From an optimization exercise on the open Yosys and OpenROAD flow, aimed at small area and a short achievable clock period; shortcuts taken in it are not production practice.
In this exercise RTL edits were held to simulation tests only and were not proved equivalent to the original.
Power and IR drop assume default switching activity.

Setup of build 52:
// fetch_predict
module fetch_predict
(
   input  logic        CLK,
   input  logic        nRST,
   input  logic        ihit,
   input  logic [31:0] imemload,
   input  logic        resolve_valid,
   input  logic        resolve_cond,
   input  logic        resolve_jump,
   input  logic        resolve_taken,
   input  logic        resolve_predicted,
   input  logic [31:0] resolve_pc,
   input  logic [31:0] resolve_target,
   output logic [31:0] imemaddr,
   output logic [31:0] fetch_instr,
   output logic [31:0] fetch_pc_plus_4,
   output logic        fetch_predicted,
   output logic        flush
);
clock: 4.3 ns
lec_check: 0
cap_margin: 20
core_margin: 2
core_utilization: 55
cts_cluster_diameter: 80
cts_cluster_size: 24
gpl_timing_driven: 0
setup_slack_margin: 1.8
slew_margin: 20
standard.sh (not shown) runs the stock make flow with config.mk's settings and CLKGATE_MAP_FILE= SYNTH_SCRIPT=/design/flow/synth_recipe.tcl, a recipe that flattens the netlist after the stock synthesis.
==> flow/flow/run.sh <==
#!/bin/bash
# Standard layout, with two changes to how it is made:
#  - plain buf_2 cells as the port buffers instead of the delay buffers
#    buffer_ports picks by default (every port still gets its own buffer);
#  - the resizer may swap a cell for any other size of the same function,
#    not only ones with the same footprint (placement is legalised after
#    every repair step).
set -euo pipefail
export BUFFER_PORTS_ARGS="-buffer_cell sky130_fd_sc_hd__buf_2"
bash standard.sh MATCH_CELL_FOOTPRINT=0 finish > standard.log 2>&1
Build 52: done, clean on timing, DRC and antenna
> inputs changed (build 52 -> build 46)
- removing GPL_TIMING_DRIVEN (formerly 0)
==> flow/flow/run.sh <==
#!/bin/bash
# Standard layout, with plain buf_2 cells as the port buffers instead of
# the delay buffers buffer_ports picks by default. Every port still gets
# its own buffer.
set -euo pipefail
export BUFFER_PORTS_ARGS="-buffer_cell sky130_fd_sc_hd__buf_2"
bash standard.sh > standard.log 2>&1
[summary]
- Overall routing resource usage in build 46 is 1.9 points below build 52.
- Summary: with build 52 as the reference, final cell count without fillers in build 46 moved down by a few percent.
- NOTE: logic depth of the worst register-to-register path in build 46 falls short of that of build 52
- Build 52 has higher final routed wirelength across all metal layers than build 46.
- Fill cell instance count of the final layout came out higher on build 46 than on build 52.
- In build 46 the number of global-route vias before repair turned out 4.4% lower than in build 52.
- Non-clock buffer count, build 46 and build 52, higher one = build 52.
## Diff of input files: build 5 against build 46
==> flow/flow/run.sh <==
#!/bin/bash
# Standard layout, with two changes to how it is made:
#  - plain buf_1 cells as the port buffers instead of the delay buffers
#    buffer_ports picks by default (every port still gets its own buffer);
#  - the resizer may swap a cell for any other size of the same function,
#    not only ones with the same footprint (placement is legalised after
#    every repair step).
set -euo pipefail
export BUFFER_PORTS_ARGS="-buffer_cell sky130_fd_sc_hd__buf_1"
bash standard.sh MATCH_CELL_FOOTPRINT=0 finish > standard.log 2>&1
--- outcome ---
Ratio of total power to cell area essentially unchanged between build 5 and build 46. [compare] base=build 46 new=build 5: area occupied by registers level; worst setup slack moved down; power moved up; maximum fanout along the worst path moved up; number of gates resized after cts moved up.
The inputs of build 36 differ from those of build 5 as listed below.
- CORE_UTILIZATION now 48, was 55
==> flow/flow/run.sh <==
#!/bin/bash
# Standard layout, with plain buf_2 cells as the port buffers instead of
# the delay buffers buffer_ports picks by default. Every port still gets
# its own buffer.
set -euo pipefail
export BUFFER_PORTS_ARGS="-buffer_cell sky130_fd_sc_hd__buf_2"
bash standard.sh > standard.log 2>&1
--- outcome ---
Utilization is lower on build 36. On share of cells above drive strength 1: build 36 sits above build 5. Both conditions hold for build 36: the flow ran to the end and the final layout passed the timing, DRC and antenna checks. The worst setup path endpoint comes out imemaddr[17] in one run and imemaddr[22] in the other, namely in build 36 and build 5 respectively. Clock power share: build 36 vs build 5 down 0.2 points. Delta (build 36 minus build 5): relative slew slack has increased, hold slack decreased by 0.20 ns relative to the old numbers, detail-routed net length per standard cell moved up, depth of the worst register-to-register path rose 2.

========
Setup of exp/fjord:
The RTL this note starts from:
==> flow/design.v <==
`default_nettype none
module fetch_predict
(
   input  logic        CLK,
   input  logic        nRST,
   input  logic        ihit,
   input  logic [31:0] imemload,
   input  logic        resolve_valid,
   input  logic        resolve_cond,
   input  logic        resolve_jump,
   input  logic        resolve_taken,
   input  logic        resolve_predicted,
   input  logic [31:0] resolve_pc,
   input  logic [31:0] resolve_target,
   output logic [31:0] imemaddr,
   output logic [31:0] fetch_instr,
   output logic [31:0] fetch_pc_plus_4,
   output logic        fetch_predicted,
   output logic        flush
);
   logic [3:0]  btb_valid;
   logic [27:0] btb_tag    [0:3];
   logic [31:0] btb_target [0:3];
   logic [1:0]  btb_state  [0:3];    
   logic [1:0]  fidx;
   logic        predict;
   logic [3:0]  fhit;         
   assign fidx      = imemaddr[3:2];
   for (genvar g = 0; g < 4; g++)
   begin : g_fhit
      assign fhit[g] = (fidx == g) && btb_valid[g] && !btb_state[g][1] &&
                       (btb_tag[g] == imemaddr[31:4]);
   end
   assign predict   = |fhit;
   logic [31:0] pc_step;
   assign pc_step = imemaddr + {29'd0, ihit, 2'b00};
   logic        redirect;
   logic [31:0] redirect_addr;
   logic        fall_through;
   assign redirect     = resolve_valid && (resolve_jump || (resolve_cond && (resolve_taken != resolve_predicted)));
   assign fall_through = !resolve_jump && resolve_cond && !resolve_taken && resolve_predicted;
   assign redirect_addr = fall_through ? resolve_pc + 32'd4 : resolve_target;
   assign flush = redirect;
   logic [1:0]  ridx;
   logic        btb_write;
   logic        check_hit;
   logic [1:0]  cstate;
   logic [1:0]  step_state;
   assign ridx      = resolve_pc[3:2];
   assign btb_write = resolve_valid && resolve_cond && !resolve_jump && ihit;
   logic [3:0]  chit;
   for (genvar g = 0; g < 4; g++)
   begin : g_chit
      assign chit[g] = btb_valid[g] && (btb_tag[g] == resolve_pc[31:4]);
   end
   assign check_hit = chit[ridx];
   assign cstate    = btb_state[ridx];
   always_comb
   begin
      if (resolve_taken)
         step_state = (cstate == 2'b00) ? 2'b00 : cstate - 2'd1;
      else
         step_state = (cstate == 2'b11) ? 2'b11 : cstate + 2'd1;
   end
   for (genvar g = 0; g < 4; g++)
   begin : g_entry
      logic wr;
      assign wr = btb_write && (ridx == g);
      always_ff @(posedge CLK, negedge nRST)
      begin
         if (!nRST)
            btb_valid[g] <= 1'b0;
         else if (wr)
            btb_valid[g] <= 1'b1;
      end
      always_ff @(posedge CLK)
      begin
         if (wr)
         begin
            btb_tag[g]   <= resolve_pc[31:4];
            btb_state[g] <= chit[g] ? step_state : 2'b00;
            if (!chit[g])
               btb_target[g] <= resolve_target;
         end
      end
   end
   always_ff @(posedge CLK, negedge nRST)
   begin
      if (!nRST)
         imemaddr <= 32'd0;
      else if (redirect)
         imemaddr <= redirect_addr;
      else if (predict && ihit)
         imemaddr <= btb_target[fidx];
      else
         imemaddr <= pc_step;    
   end
   logic        fetch_valid;
   logic [31:0] fetch_instr_q;
   logic [31:0] fetch_pc4_q;
   always_ff @(posedge CLK, negedge nRST)
   begin
      if (!nRST)
      begin
         fetch_valid     <= 1'b0;
         fetch_predicted <= 1'b0;
      end
      else if (redirect)
      begin
         fetch_valid     <= 1'b0;
         fetch_predicted <= 1'b0;
      end
      else if (ihit)
      begin
         fetch_valid     <= 1'b1;
         fetch_predicted <= predict;
      end
   end
   always_ff @(posedge CLK)
   begin
      if (ihit)
      begin
         fetch_instr_q <= imemload;
         fetch_pc4_q   <= pc_step;     
      end
   end
   assign fetch_instr     = fetch_instr_q & {32{fetch_valid}};
   assign fetch_pc_plus_4 = fetch_pc4_q   & {32{fetch_valid}};
endmodule
`default_nettype wire
Settings: LEC_CHECK=0, CAP_MARGIN=20, CORE_MARGIN=2, CORE_UTILIZATION=55, CTS_CLUSTER_DIAMETER=80, CTS_CLUSTER_SIZE=24, PLACE_DENSITY=0.7, SETUP_SLACK_MARGIN=1.8, SLEW_MARGIN=20; clock period 4.3 ns.
==> flow/flow/run.sh <==
#!/bin/bash
# Standard layout, with two changes to how it is made:
#  - plain buf_2 cells as the port buffers instead of the delay buffers
#    buffer_ports picks by default (every port still gets its own buffer);
#  - the resizer may swap a cell for any other size of the same function,
#    not only ones with the same footprint (placement is legalised after
#    every repair step).
set -euo pipefail
export BUFFER_PORTS_ARGS="-buffer_cell sky130_fd_sc_hd__buf_2"
bash standard.sh MATCH_CELL_FOOTPRINT=0 finish > standard.log 2>&1
exp/fjord ended with every stage complete and zero timing, DRC or antenna violations.
For exp/xenon, these inputs were changed with respect to exp/fjord:
- swapping 55 for 62 in CORE_UTILIZATION
- clearing PLACE_DENSITY, which used to be 0.7
- swapping 1.8 for 1.9 in SETUP_SLACK_MARGIN
==> flow/flow/run.sh <==
#!/bin/bash
# Standard layout, with plain buf_2 cells as the port buffers instead of
# the delay buffers buffer_ports picks by default. Every port still gets
# its own buffer.
set -euo pipefail
export BUFFER_PORTS_ARGS="-buffer_cell sky130_fd_sc_hd__buf_2"
bash standard.sh > standard.log 2>&1
Results
Taking exp/fjord as the reference point, the fraction of layout instances using a drive strength above 1 of exp/xenon rises by 4.2 points. Lower number of tapcells among exp/fjord and exp/xenon: exp/xenon. Side by side, measured slew at the worst slew-check pin turned out higher in exp/xenon than in exp/fjord. Summary of exp/xenon over exp/fjord: combinational group power went up by about 9%; proportion of synthesized area in mux cells roughly the same; clock period minus worst slack lost 0.084 ns; storage element area has remained practically unchanged; total core area shrank by about 12%. Relative to exp/fjord, the total power of exp/xenon is higher by about 2.2%.
The following lists how exp/garnet was set up differently from exp/xenon:
- swapping 62 for 55 in CORE_UTILIZATION
==> flow/flow/run.sh <==
#!/bin/bash
# Standard layout, with two changes to how it is made:
#  - plain buf_2 cells as the port buffers instead of the delay buffers
#    buffer_ports picks by default (every port still gets its own buffer);
#  - the resizer may swap a cell for any other size of the same function,
#    not only ones with the same footprint (placement is legalised after
#    every repair step).
set -euo pipefail
export BUFFER_PORTS_ARGS="-buffer_cell sky130_fd_sc_hd__buf_2"
bash standard.sh MATCH_CELL_FOOTPRINT=0 finish > standard.log 2>&1
Findings:
exp/garnet ended with less final worst-path setup slack than exp/xenon. Comparing exp/garnet with exp/xenon, the fraction of area in multi-input gates came out essentially unchanged. Compared with exp/xenon, exp/garnet shows design area higher by 200 um^2. exp/garnet ended up with imemaddr[2] as its critical path startpoint; exp/xenon ended up with imemaddr[21]. exp/garnet contains fewer vias than exp/xenon.
Changes in exp/yarrow relative to exp/garnet:
- setting TNS_END_PERCENT to 50 for the first time
- changing SETUP_SLACK_MARGIN from 1.9 to 1.8
--- outcome ---
Side by side, via count of the first global-routing pass turned out lower in exp/yarrow than in exp/garnet. Wire length of the first global-routing pass went down by a few percent going from exp/garnet to exp/yarrow. Vias: exp/yarrow below exp/garnet. The final critical-path required period in exp/yarrow was lower than what exp/garnet gave. Summary — pin count of the biggest net entering global routing, exp/yarrow relative to exp/garnet: lower, by about 3%. End point of the critical path: imemaddr[31] -> exp/garnet, imemaddr[20] -> exp/yarrow. Adder-cell share of the synthesized area: exp/garnet vs exp/yarrow identical. Compared with exp/garnet, in exp/yarrow area added between synthesis and finish now smaller; number of failing setup endpoints in the final timing report comparable; worst hold slack now larger.
Setup changes, exp/yarrow to exp/tundra
- CORE_UTILIZATION now 62, was 55
- TNS_END_PERCENT no longer set, was 50
==> flow/flow/run.sh <==
#!/bin/bash
# Standard layout, with plain buf_2 cells as the port buffers instead of
# the delay buffers buffer_ports picks by default. Every port still gets
# its own buffer.
set -euo pipefail
export BUFFER_PORTS_ARGS="-buffer_cell sky130_fd_sc_hd__buf_2"
bash standard.sh > standard.log 2>&1
Compared with exp/yarrow, exp/tundra supports a lower clock frequency.
On exp/tundra: half-perimeter wire length of the detailed placement result is 1.2% higher than what exp/yarrow gave.
Area growth from synthesis to layout was higher in the run labelled exp/tundra.
Comparing exp/yarrow and exp/tundra, the lower relative max-transition margin was measured on exp/tundra.
Launch point of the worst path: imemaddr[19] -> exp/yarrow, imemaddr[14] -> exp/tundra
Here is what was changed in the inputs of exp/umber compared with exp/tundra.
- SETUP_SLACK_MARGIN: 1.8 -> 1.75
[summary]
exp/umber vs exp/tundra, last element of the critical path: imemaddr[26] vs imemaddr[4]. Per the comparison of exp/umber with exp/tundra, number of global-route vias before repair down 259; area of the core flat; cell depth of the worst flop-to-flop path down 1; global-route usage down 1.8 points; register-to-register slack down 0.03 ns. exp/umber ends up with a maximum ir drop on the vdd rail that is 0.027 mV lower than in exp/tundra. exp/tundra finished every step from synthesis to the final layout, and the layout passed the timing, DRC and antenna checks. exp/umber: PASS, flow complete, no timing, DRC or antenna violations. Launch point of the worst path = imemaddr[10]: exp/umber; launch point of the worst path = imemaddr[14]: exp/tundra. exp/umber: cell count 21 below exp/tundra. Compared exp/tundra against exp/umber; CTS clock-pin slew for the worst setup and hold paths within noise. In exp/umber, wire length of the first global-routing pass is lower than in exp/tundra.

## separate check: timing with driven ports
No port has a modelled driver above. Below, the same layouts with a new extraction and two added sets of constraints. Step 1 (the two cells are an assumption about what drives the block):
set clk [get_ports {CLK}]
set_driving_cell -lib_cell sky130_fd_sc_hd__clkbuf_16 $clk
set_driving_cell -lib_cell sky130_fd_sc_hd__buf_2 [delete_from_list [all_inputs] $clk]
Step 2 moves the port delays by t, midway between the first and last clock arrival at a register: inputs arrive t later, outputs are due t later. That takes back most of the time a late clock gives input paths. Slacks: no drivers / after step 1 / after step 2; pairs: no drivers / after step 1.
run | t (ns) | slack for setup (ns) | latest minus earliest clock arrival (ns) | worst data-port slew with drivers (ns)
build 52 | 0.587 | 1.743 / 1.701 / 1.265 | 0.031 / 0.031 | 0.09
build 46 | 0.580 | 1.821 / 1.773 / 1.282 | 0.026 / 0.026 | 0.07
build 5 | 0.585 | 1.716 / 1.716 / 1.242 | 0.023 / 0.023 | 0.06
build 36 | 0.587 | 1.611 / 1.611 / 1.199 | 0.024 / 0.024 | 0.09
exp/fjord | 0.579 | 1.686 / 1.686 / 1.249 | 0.029 / 0.029 | 0.06
exp/xenon | 0.575 | 1.770 / 1.767 / 1.356 | 0.020 / 0.020 | 0.06
exp/garnet | 0.581 | 1.583 / 1.583 / 1.207 | 0.028 / 0.028 | 0.07
exp/yarrow | 0.575 | 1.802 / 1.786 / 1.291 | 0.020 / 0.020 | 0.07
exp/tundra | 0.570 | 1.757 / 1.757 / 1.266 | 0.036 / 0.036 | 0.07
exp/umber | 0.571 | 1.723 / 1.714 / 1.253 | 0.034 / 0.034 | 0.07
After both steps setup and hold are still met in every run listed. The setup slack of build 46, which loses most, moves by -0.048 ns with the drivers and by -0.539 ns with both steps.
